This design comes from an exercise in tuning for small area, a short achievable clock period and few clock cycles per item on the open sky130 flow, not from production work. In this exercise RTL edits were held to simulation tests only and were not proved equivalent to the original. Power figures rest on the tool's default switching activity, not on a simulated workload.

File: flow/flow/run.sh
#!/bin/bash
# Standard layout, with timing repair aiming for extra setup slack so the
# critical paths are sized for a shorter period than the 13 ns constraint.
set -euo pipefail
bash standard.sh finish SETUP_SLACK_MARGIN=8.6 > flow_make.log 2>&1
File: flow/standard.sh
#!/bin/bash
# synth_recipe.tcl (not shown) runs the flow's synth.tcl, then flattens the netlist and writes it again
# the make line also repeats each setting of config.mk as NAME=value (left out here)
make -C /OpenROAD-flow-scripts/flow DESIGN_CONFIG=/design/flow/config.mk WORK_HOME=/design/flow/orfs CLKGATE_MAP_FILE= SYNTH_SCRIPT=/design/flow/synth_recipe.tcl "${@:-finish}"
File: flow/config.mk
export PLATFORM = sky130hd
export DESIGN_NAME = admm_top
export DESIGN_NICKNAME = admm_top
export VERILOG_FILES = /design/flow/design.v
export SDC_FILE = /design/flow/constraint.sdc
export NUM_CORES = 4
export LEC_CHECK = 0
export CAP_MARGIN = 20
export CORE_MARGIN = 2
export CORE_UTILIZATION = 40
export SLEW_MARGIN = 20
File: flow/constraint.sdc
create_clock -name core_clock -period 13.0 [get_ports {clk}]
set_input_delay 2.6000 -clock core_clock [delete_from_list [all_inputs] [get_ports {clk}]]
set_output_delay 2.6000 -clock core_clock [all_outputs]
set_load 0.01 [all_outputs]
File: flow/design.v
package admm_pkg;
    localparam int DATA_W = 16;
    localparam int BUS_W  = 32;
    localparam int ADDR_W = 8;
    localparam int N_ELEM = 8;
    localparam int IDX_W  = 3;
    localparam int ITER_W = 16;
    function automatic [17:0] ks_add18(input logic [17:0] x, input logic [17:0] y, input logic cin);
        logic [17:0] g, p, gg, pp, gn, pn;
        g = x & y;
        p = x ^ y;
        gg = g;
        pp = p;
        gg[0] = g[0] | (p[0] & cin);
        for (int d = 1; d < 18; d = d * 2) begin
            gn = gg;
            pn = pp;
            for (int i = d; i < 18; i++) begin
                gn[i] = gg[i] | (pp[i] & gg[i-d]);
                pn[i] = pp[i] & pp[i-d];
            end
            gg = gn;
            pp = pn;
        end
        ks_add18 = p ^ {gg[16:0], cin};
    endfunction
    function automatic [17:0] add_sub18(input logic [15:0] x, input logic [15:0] y, input logic [15:0] z);
        logic [17:0] a, b, c, s, k;
        a = {{2{x[15]}}, x};
        b = {{2{y[15]}}, y};
        c = ~{{2{z[15]}}, z};
        s = a ^ b ^ c;
        k = {(a[16:0] & b[16:0]) | (a[16:0] & c[16:0]) | (b[16:0] & c[16:0]), 1'b0};
        add_sub18 = ks_add18(s, k, 1'b1);
    endfunction
    function automatic [35:0] add_sub18_pair(input logic [15:0] x, input logic [15:0] y, input logic [15:0] z);
        logic [17:0] a, b, c, s, k, g, p, gg, pp, gn, pn;
        a = {{2{x[15]}}, x};
        b = {{2{y[15]}}, y};
        c = ~{{2{z[15]}}, z};
        s = a ^ b ^ c;
        k = {(a[16:0] & b[16:0]) | (a[16:0] & c[16:0]) | (b[16:0] & c[16:0]), 1'b0};
        g = s & k;
        p = s ^ k;
        gg = g;
        pp = p;
        for (int d = 1; d < 18; d = d * 2) begin
            gn = gg;
            pn = pp;
            for (int i = d; i < 18; i++) begin
                gn[i] = gg[i] | (pp[i] & gg[i-d]);
                pn[i] = pp[i] & pp[i-d];
            end
            gg = gn;
            pp = pn;
        end
        add_sub18_pair = {p ^ {gg[16:0] | pp[16:0], 1'b1}, p ^ {gg[16:0], 1'b0}};
    endfunction
endpackage
`timescale 1ns/1ps
module admm_stage1 (
    input  logic signed [15:0] ref_i,
    input  logic signed [15:0] z_i,
    input  logic signed [15:0] y_i,
    output logic signed [15:0] x_o
);
    logic [17:0] w;
    always_comb begin
        w = admm_pkg::add_sub18(ref_i, z_i, y_i);
        if (!w[17] && w[16])      x_o = 16'sh7fff;
        else if (w[17] && !w[16]) x_o = -16'sh8000;
        else                      x_o = w[16:1];
    end
endmodule
module admm_stage2 (
    input  logic signed [15:0] x_i,
    input  logic signed [15:0] y_i,
    input  logic signed [15:0] lo_i,
    input  logic signed [15:0] hi_i,
    output logic signed [15:0] z_o,
    output logic signed [15:0] y_o
);
    logic [17:0] v;
    logic [17:0] a;
    logic [17:0] b;
    logic [17:0] b1;
    logic [17:0] ys;
    logic        lt;
    logic        gt;
    always_comb begin
        v  = admm_pkg::ks_add18({{2{x_i[15]}}, x_i}, {{2{y_i[15]}}, y_i}, 1'b0);
        a  = admm_pkg::add_sub18(x_i, y_i, lo_i);
        {b, b1} = admm_pkg::add_sub18_pair(x_i, y_i, hi_i);
        lt = a[17];
        gt = !b1[17];
        if (lt) begin
            z_o = lo_i;
            ys  = a;
        end else if (gt) begin
            z_o = hi_i;
            ys  = b;
        end else begin
            z_o = v[15:0];
            ys  = '0;
        end
        if (!ys[17] && ys[16:15] != 2'b00)     y_o = 16'sh7fff;
        else if (ys[17] && ys[16:15] != 2'b11) y_o = -16'sh8000;
        else                                   y_o = ys[15:0];
    end
endmodule
`timescale 1ns/1ps
module admm_absdiff (
    input  logic signed [15:0] a_i,
    input  logic signed [15:0] b_i,
    output logic        [15:0] m_o
);
    logic [17:0] p;
    logic [15:0] c;
    logic [15:0] t;
    logic [15:0] tn;
    always_comb begin
        p = admm_pkg::ks_add18({{2{a_i[15]}}, a_i}, ~{{2{b_i[15]}}, b_i}, 1'b1);
        c = ~p[15:0];
        t = c;
        for (int d = 1; d < 16; d = d * 2) begin
            tn = t;
            for (int i = d; i < 16; i++) tn[i] = t[i] & t[i-d];
            t = tn;
        end
        m_o = p[17] ? (c ^ {t[14:0], 1'b1}) : p[15:0];
    end
endmodule
module admm_max3 (
    input  logic [15:0] acc_i,
    input  logic        first_i,
    input  logic [15:0] m0_i,
    input  logic [15:0] m1_i,
    output logic [15:0] m01_o,
    output logic [15:0] m_o
);
    logic c01, c0a, c1a;
    always_comb begin
        c01   = m0_i >= m1_i;
        c0a   = first_i || (m0_i >= acc_i);
        c1a   = first_i || (m1_i >= acc_i);
        m01_o = c01 ? m0_i : m1_i;
        if (c01 && c0a)       m_o = m0_i;
        else if (!c01 && c1a) m_o = m1_i;
        else                  m_o = acc_i;
    end
endmodule
`timescale 1ns/1ps
module admm_solver (
    input  logic        clk,
    input  logic        rst,
    input  logic        chipselect,
    input  logic        read,
    input  logic        write,
    input  logic [7:0]  addr,
    input  logic [31:0] writedata,
    output logic [31:0] readdata
);
    localparam int N = 8;
    localparam int L = 2;
    logic [15:0] ref_r [N];
    logic [15:0] lo_r  [N];
    logic [15:0] hi_r  [N];
    logic [15:0] x_r   [N];
    logic [15:0] tol_r;
    logic [15:0] max_r;
    logic [15:0] iter_r;
    logic        busy_r;
    logic        done_r;
    logic        conv_r;
    logic        it0_r;
    logic        last_r;
    logic [1:0]  ph_r;
    logic [15:0] rd_lo;
    logic        rd_hi;
    logic       wr_op;
    logic       cfg_wr;
    logic       start_now;
    logic [2:0] elem;
    logic [4:0] blk;
    assign wr_op     = chipselect && write;
    assign cfg_wr    = wr_op && !busy_r;
    assign elem      = addr[2:0];
    assign blk       = addr[7:3];
    assign start_now = cfg_wr && (addr == 8'd0) && writedata[0];
    logic       v2_r, v3_r, v4_r;
    logic [1:0] p2_r, p3_r, p4_r;
    logic       issue;
    logic       stop;
    assign issue = busy_r || start_now;
    logic [15:0] q2_x  [L];
    logic [15:0] q2_y  [L];
    logic [15:0] q2_zo [L];
    logic [15:0] q2_lo [L];
    logic [15:0] q2_hi [L];
    logic [15:0] q3_x  [L];
    logic [15:0] q3_z  [L];
    logic [15:0] q3_zo [L];
    logic [15:0] q3_y  [L];
    logic [15:0] q4_x  [L];
    logic [15:0] q4_z  [L];
    logic [15:0] q4_md [L];
    logic [15:0] q4_me [L];
    logic [15:0] q4_y  [L];
    logic [15:0] q4_zo [L];
    logic [15:0] q1_z  [L];
    logic [15:0] q1_y  [L];
    logic [15:0] q1_r  [L];
    logic [15:0] s1_x  [L];
    logic [15:0] s1_z  [L];
    logic [15:0] s1_y  [L];
    logic [15:0] s2_z  [L];
    logic [15:0] s2_y  [L];
    logic [15:0] s3_md [L];
    logic [15:0] s3_me [L];
    function automatic [15:0] pick(input logic [8*16-1:0] vec, input logic [1:0] p, input int j);
        case (p)
            2'd0: pick = vec[16*(0 + j) +: 16];
            2'd1: pick = vec[16*(2 + j) +: 16];
            2'd2: pick = vec[16*(4 + j) +: 16];
            default: pick = vec[16*(6 + j) +: 16];
        endcase
    endfunction
    logic [8*16-1:0] ref_p, lo_p, hi_p;
    always_comb begin
        for (int i = 0; i < N; i++) begin
            ref_p[16*i +: 16] = ref_r[i];
            lo_p[16*i +: 16]  = lo_r[i];
            hi_p[16*i +: 16]  = hi_r[i];
        end
    end
    logic       zmask;
    logic       zmask_r;
    logic       t2_it0_r, t3_it0_r;
    logic [1:0] ph_nx;
    assign ph_nx = busy_r ? ph_r + 2'd1 : 2'd1;
    always_ff @(posedge clk or posedge rst) begin
        if (rst) zmask_r <= 1'b1;
        else     zmask_r <= start_now || !busy_r || stop || (it0_r && ph_r != 2'd3);
    end
    assign zmask = zmask_r;
    genvar g;
    generate
        for (g = 0; g < L; g++) begin : g_lane
            assign s1_z[g] = zmask ? 16'd0 : q1_z[g];
            assign s1_y[g] = zmask ? 16'd0 : q1_y[g];
            admm_stage1 u_s1 (
                .ref_i (busy_r ? q1_r[g] : ref_r[g]),
                .z_i   (s1_z[g]),
                .y_i   (s1_y[g]),
                .x_o   (s1_x[g])
            );
            admm_stage2 u_s2 (
                .x_i  (q2_x[g]),
                .y_i  (q2_y[g]),
                .lo_i (q2_lo[g]),
                .hi_i (q2_hi[g]),
                .z_o  (s2_z[g]),
                .y_o  (s2_y[g])
            );
            admm_absdiff u_d (.a_i(q3_x[g]), .b_i(q3_z[g]),  .m_o(s3_md[g]));
            admm_absdiff u_e (.a_i(q3_z[g]), .b_i(t3_it0_r ? 16'd0 : q3_zo[g]), .m_o(s3_me[g]));
        end
    endgenerate
    always_ff @(posedge clk) begin
        for (int j = 0; j < L; j++) begin
            q2_x[j]  <= s1_x[j];
            q2_y[j]  <= s1_y[j];
            q2_lo[j] <= pick(lo_p, ph_r, j);
            q2_hi[j] <= pick(hi_p, ph_r, j);
            q3_x[j]  <= q2_x[j];
            q3_z[j]  <= s2_z[j];
            q3_y[j]  <= s2_y[j];
            q4_x[j]  <= q3_x[j];
            q4_z[j]  <= q3_z[j];
            q4_md[j] <= s3_md[j];
            q4_me[j] <= s3_me[j];
            q4_y[j]  <= q3_y[j];
            q1_r[j]  <= pick(ref_p, ph_nx, j);
            q1_y[j]  <= q4_y[j];
            if (busy_r) begin
                q1_z[j]  <= q4_z[j];
                q2_zo[j] <= q1_z[j];
                q3_zo[j] <= q2_zo[j];
                q4_zo[j] <= q3_zo[j];
            end
        end
        t2_it0_r <= zmask;
        t3_it0_r <= t2_it0_r;
    end
    logic        ok_pair;
    logic        ok_acc_r;
    logic        conv_all;
    logic        it_end;
    logic [15:0] acc_p_r;
    logic [15:0] acc_d_r;
    logic [15:0] f_p;
    logic [15:0] f_d;
    logic        first4;
    logic [15:0] m_p;
    logic [15:0] m_d;
    admm_max3 u_max_p (.acc_i(acc_p_r), .first_i(first4), .m0_i(q4_md[0]), .m1_i(q4_md[1]), .m01_o(m_p), .m_o(f_p));
    admm_max3 u_max_d (.acc_i(acc_d_r), .first_i(first4), .m0_i(q4_me[0]), .m1_i(q4_me[1]), .m01_o(m_d), .m_o(f_d));
    assign ok_pair  = (m_p <= tol_r) && (m_d <= tol_r);
    assign first4   = (p4_r == 2'd0);
    assign conv_all = ok_pair && (first4 || ok_acc_r);
    assign it_end   = v4_r && (p4_r == 2'd3);
    assign stop     = it_end && (conv_all || last_r);
    always_ff @(posedge clk) begin
        ok_acc_r <= conv_all;
    end
    always_ff @(posedge clk or posedge rst) begin
        if (rst) begin
            acc_p_r <= '0;
            acc_d_r <= '0;
        end else if (v4_r) begin
            acc_p_r <= f_p;
            acc_d_r <= f_d;
        end
    end
    logic [15:0] limit;
    assign limit = (max_r == 16'd0) ? 16'd1 : max_r;
    always_ff @(posedge clk or posedge rst) begin
        if (rst) begin
            busy_r <= 1'b0;
            done_r <= 1'b0;
            conv_r <= 1'b0;
            it0_r  <= 1'b0;
            last_r <= 1'b0;
            ph_r   <= '0;
            iter_r <= '0;
            v2_r   <= 1'b0;
            v3_r   <= 1'b0;
            v4_r   <= 1'b0;
            p2_r   <= '0;
            p3_r   <= '0;
            p4_r   <= '0;
            tol_r  <= '0;
            max_r  <= 16'd1;
        end else begin
            v2_r   <= issue && !stop;
            v3_r   <= v2_r && !stop;
            v4_r   <= v3_r && !stop;
            p2_r   <= ph_r;
            p3_r   <= p2_r;
            p4_r   <= p3_r;
            last_r <= (iter_r + 16'd1) >= limit;
            if (start_now) begin
                busy_r <= 1'b1;
                done_r <= 1'b0;
                conv_r <= 1'b0;
                it0_r  <= 1'b1;
                iter_r <= '0;
                ph_r   <= 2'd1;
            end else if (busy_r) begin
                ph_r <= ph_r + 2'd1;
                if (ph_r == 2'd3) it0_r <= 1'b0;
                if (it_end) begin
                    iter_r <= iter_r + 16'd1;
                end
                if (stop) begin
                    busy_r <= 1'b0;
                    done_r <= 1'b1;
                    conv_r <= conv_all;
                    ph_r   <= '0;
                end
            end
            if (cfg_wr && addr == 8'd3) tol_r <= writedata[15:0];
            if (cfg_wr && addr == 8'd4) max_r <= writedata[15:0];
        end
    end
    always_ff @(posedge clk) begin
        for (int i = 0; i < N; i++) begin
            if (v4_r && p4_r == 2'(i / 2)) begin
                x_r[i] <= q4_x[i % 2];
            end
            if (cfg_wr && blk == 5'd1 && elem == 3'(i)) ref_r[i] <= writedata[15:0];
            if (cfg_wr && blk == 5'd2 && elem == 3'(i)) lo_r[i]  <= writedata[15:0];
            if (cfg_wr && blk == 5'd3 && elem == 3'(i)) hi_r[i]  <= writedata[15:0];
        end
    end
    logic [15:0] rd_val;
    logic        rd_sx;
    always_comb begin
        rd_val = '0;
        rd_sx  = 1'b0;
        case (blk)
            5'd0: begin
                case (elem)
                    3'd1: rd_val = stop ? {13'd0, conv_all, 2'b10} : {13'd0, conv_r, done_r, busy_r};
                    3'd2: rd_val = iter_r;
                    3'd3: rd_val = tol_r;
                    3'd4: rd_val = max_r;
                    3'd5: rd_val = acc_p_r;
                    3'd6: rd_val = acc_d_r;
                    default: rd_val = '0;
                endcase
            end
            5'd1: begin rd_val = ref_r[elem]; rd_sx = 1'b1; end
            5'd2: begin rd_val = lo_r[elem];  rd_sx = 1'b1; end
            5'd3: begin rd_val = hi_r[elem];  rd_sx = 1'b1; end
            5'd4: begin rd_val = x_r[elem];   rd_sx = 1'b1; end
            5'd5: begin
                case (elem[2:1])
                    2'd0: rd_val = q4_zo[elem[0]];
                    2'd1: rd_val = q3_zo[elem[0]];
                    2'd2: rd_val = q2_zo[elem[0]];
                    default: rd_val = q1_z[elem[0]];
                endcase
                rd_sx = 1'b1;
            end
            default: ;
        endcase
    end
    always_ff @(posedge clk) begin
        rd_lo <= rd_val;
        rd_hi <= rd_sx && rd_val[15];
    end
    assign readdata = {{16{rd_hi}}, rd_lo};
endmodule
`timescale 1ns/1ps
module admm_top (
    input  logic        clk,
    input  logic        rst,
    input  logic        chipselect,
    input  logic        read,
    input  logic        write,
    input  logic [7:0]  addr,
    input  logic [31:0] writedata,
    output logic [31:0] readdata
);
    admm_solver u_solver (
        .clk        (clk),
        .rst        (rst),
        .chipselect (chipselect),
        .read       (read),
        .write      (write),
        .addr       (addr),
        .writedata  (writedata),
        .readdata   (readdata)
    );
endmodule
==> summary.txt <==
layout make-up:
| class | count | area share |
|---|---|---|
| clock inverter | 63 | 0.0116 |
| tap | 2016 | 0.0351 |
| timing repair inverter | 2 | 0.000226 |
| inverter | 562 | 0.0303 |
| clock buffer | 185 | 0.0521 |
| multi-input combinational | 3502 | 0.391 |
| sequential | 1205 | 0.432 |
| antenna | 8 | 0.000278 |
| timing repair buffer | 266 | 0.0476 |
per-layer routing:
metal / part of all wire / up-vias
li1: - / 20445
met3: 0.11 / 607
met1: 0.39 / 22641
met2: 0.43 / 2695
met4: 0.070 / 8
met5: 0.00067 / -
cells by family after synthesis:
group / count (synthesis) / synth area share
simple gates: 1141 / 0.0901
xor+xnor: 208 / 0.0301
fa+ha+maj: 465 / 0.109
buf+inv: 804 / 0.0512
flops: 1205 / 0.513
mux: 254 / 0.0456
compound gates: 1431 / 0.160
timing repair:
action | 4_1_cts | 5_1_grt
endpoints found under the setup margin | 559 | 231
endpoints found under the hold margin | 0 | 0
gates cloned | 15 | 10
pin swaps | 46 | 64
setup buffers | 81 | 38
resized for setup | 215 | 159
power groups by stage:
stage	sequential, W	clock, W	combinational, W
after floorplan	0.00503	0	0.00504
after detailed placement	0.00539	0	0.00708
after CTS	0.00532	0.00396	0.00740
final	0.00533	0.00394	0.00779
after global placement	0.00538	0	0.00698
after global routing	0.00537	0.00412	0.00849
worst min path at each step:
stage / from / endpoint / slack, ns / cells after the start
6_report: u_solver.q3_y[0][12]$_SDFF_PP1_ / u_solver.q4_y[0][12]$_DFF_P_ / 0.29 / 0
5_1_grt: u_solver.q3_y[0][12]$_SDFF_PP1_ / u_solver.q4_y[0][12]$_DFF_P_ / 0.30 / 0
4_1_cts: u_solver.q3_y[0][12]$_SDFF_PP1_ / u_solver.q4_y[0][12]$_DFF_P_ / 0.31 / 0
3_5_place_dp: u_solver.q4_y[0][13]$_DFF_P_ / u_solver.q1_y[0][13]$_DFF_P_ / 0.31 / 0
3_3_place_gp: u_solver.q4_y[0][11]$_DFF_P_ / u_solver.q1_y[0][11]$_DFF_P_ / 0.31 / 0
2_1_floorplan: u_solver.q4_y[0][0]$_DFF_P_ / u_solver.q1_y[0][0]$_DFF_P_ / 0.31 / 0
registers in the layout (all words and copies together) (netlist names), 128 cells and up:
| signal | flops |
|---|---|
| u_solver.lo_r | 128 |
| u_solver.hi_r | 128 |
| u_solver.ref_r | 128 |
| u_solver.x_r | 128 |
worst max-delay path, cell delays in order:
cell,delay (ns)
buf_12,0.23
inv_2,0.08
buf_12,0.19
buf_16,0.20
nand2_1,0.10
buf_6,0.31
o221ai_1,0.37
a32oi_4,0.48
nand4_1,0.38
Yosys cell counts, drive strengths merged, types with 24 or more instances:
cell type  instances
nand3             85
nand2b           104
xnor2            118
a21o              66
nor3              69
a31oi             69
o21ai            331
o221ai            59
mux2              79
fa               108
xor2              90
a22oi            118
a21oi            289
nand2            343
o22ai             66
a222oi            65
buf               68
dfrtp             95
dfxtp            468
a211oi            52
o21a              43
a221o             24
nor2             304
ha               347
and3              34
a221oi            61
nand4             36
edfxtp           640
o211ai            27
clkbuf           174
mux2i            166
nor2b             77
inv              562
stage by stage:
stage	std cells	worst slack, ns
2_1_floorplan	5508	7.50
3_3_place_gp	7405	6.22
3_5_place_dp	7406	6.22
4_1_cts	7750	8.58
5_1_grt	7801	8.44
6_report	7809	8.46
==> summary.txt <==
- CTS root buf: clkbuf_16
- Syn avg cell area: ~11 sq um
- Hold Violations, Final: 0
- Synth unique cells: about 100
- Crit path capture: u_solver.rd_lo[12]$_DFF_P_
- Reg area: 0.0311 sq mm
- Synth warn: 58
- Leak: 28.2 nW
- Clock Sinks: 1,205
- I/O Buffers: 59
- Die Y-Extent: approximately 390 microns
- M2 GR Usage: 0.415
- Via-to-Cell Ratio: 5.94
- Row count: 142
- DR WL/cell: 28.6 microns
- Most common cell after layout, fill and taps aside: edfxtp_1
- Switch Pwr: around 0.0071 W
- Crit share post-route: 0.349
- Peak VDD IR: about 0.00017 V
- Synth Register Bits: 1,205
- Hold_buf cts: 0
- Most Used Layer, Global Route: met2
- Met3 Usage GRT: 0.0767
- Number of enable flip-flop cells after synthesis: 640
- RR Endpoint: u_solver.q2_x[0][0]$_SDFF_PP1_
- Core Util, Final: 0.480
- Power share of the clock group: 0.231
- Detailed placement HPWL: around 150 mm
- CP max FO: 30
- # IOs: 77
- Slew @ Worst Pin: 1.21 ns
- Layout cell share with drive strength beyond 1: 0.143
- Clock Path Buffers: 3
- Cell Area, Synth: approximately 0.060 sq mm
- WP data required: 13.53 ns
- Total number of H-tree levels: 4
- Critical Path Start: addr[1]
- CORE AREA: between 0.1 and 0.15 sq mm
- Placed cell areas: roughly 0.064 sq mm
- Power density cells: 237 mW/mm^2
- Slew Limit Headroom: 0.192
- Syn-to-layout area delta: 19.0%
- DR vias: approximately 46,000
- Drt pass-1 iters: 11
- GRT Total Usage: 0.280
- Synth Flop Type: edfxtp_1
- Fmax: approximately 0.22 GHz
- Ranking of synthesized cells by area: edfxtp_1 32%, dfxtp_1 16%, ha_1 7.2%
- CTS tree: done
- Initial drt markers: 6,259
- Design area: 0.0719 sq mm
- Worst Skew: 0.0557 ns
- Smallest hold slack: between 0.2 and 0.3 ns
- Antenna-violating nets left: 0
- Vias in the first global route: 43,582
- Status: finished clean
- Worst path arrival time: 5.07 ns
- Share of the synthesized area in the top cell type: 0.318
- Hold Path Class: flop to flop
- Fillers: 13,397
- Total CTS buffers: 133
- Initial core utilization: 0.403
- Ys async rst share: 0.0805
- Slew Viols, Final: 0
- Sw Share: 0.415
- Largest net degree at the start of global routing: 65
- Total global routing overflow: 0
- Worst reg2reg setup slack: 8.59 ns
- First-pass GRT wire length: around 300 mm
- Endpoints failing setup: 0
- GPL Wtd Cong: 0.990
- RSZ-0062 raised after global routing: true
- DRC: 0
- Register area share after synthesis: 0.513
- Total Routed Length: roughly 220 mm
- Clock Pin Slew Worst Setup and Hold Paths: 0.06 ns
- Die width: 393 microns
- Cell taking the most area after synthesis: edfxtp_1
- Worst Setup Path Type: primary input to flop
- Worst skew pair latency: 0.81 ns
- Worst reg2reg path depth: 16
- Net count, final: 6,172
- CP Launch Type: primary input
- Mapped Cells: approximately 5,500
- Combinational power share: 0.457
- Tot Pwr: approximately 0.017 W
- Commonest cells after routing, fill and taps aside: 640 x edfxtp_1, 549 x inv_1, 445 x dfxtp_1, 330 x nand2_1, 324 x ha_1
- Seq pwr share: 0.313
- Area taken by multi-input logic gates: 0.0281 sq mm
- Internal Power: around 0.01 W
- Antenna violations before repair: 23
- FF-to-FF Start: u_solver.zmask_r$_DFF_PP1_
- Final setup TNS: 0 ns
- Die footprint: 0.154 sq mm
- M1 GR Usage: 0.366
- Crit end category: flop
- Min Tclk post-route: 4.54 ns
- Syn_nets: 6,008
- Number of max-cap violations: 0
Testbench counts, summed over its fixed seeds: cycles 12,724, solves 192.

-- afterwards: timing with drivers on the ports --
The flow's constraints put no driver on any port. The routed layout listed below was extracted and timed again, unchanged, in two steps.
Step 1 sets driving cells, clkbuf_16 on the clock port and buf_2 on the other inputs (assumed; they add their load-dependent delay and slew).
Step 2, shift: input delay + t, output delay - t, t = (earliest + latest rising clock arrival at the registers) / 2. This alone moves slack from input paths to output paths.
a / b / c = ideal / step 1 / step 2; a / b = the first two.
shift t [ns]: 0.853
setup WS [ns]: 8.463 / 8.455 / 7.602
worst register clock-pin slew, ns: 0.07 / 0.07
After both steps this run still meets setup and hold. The setup slack of this run moves by -0.008 ns with the drivers and by -0.861 ns with both steps.
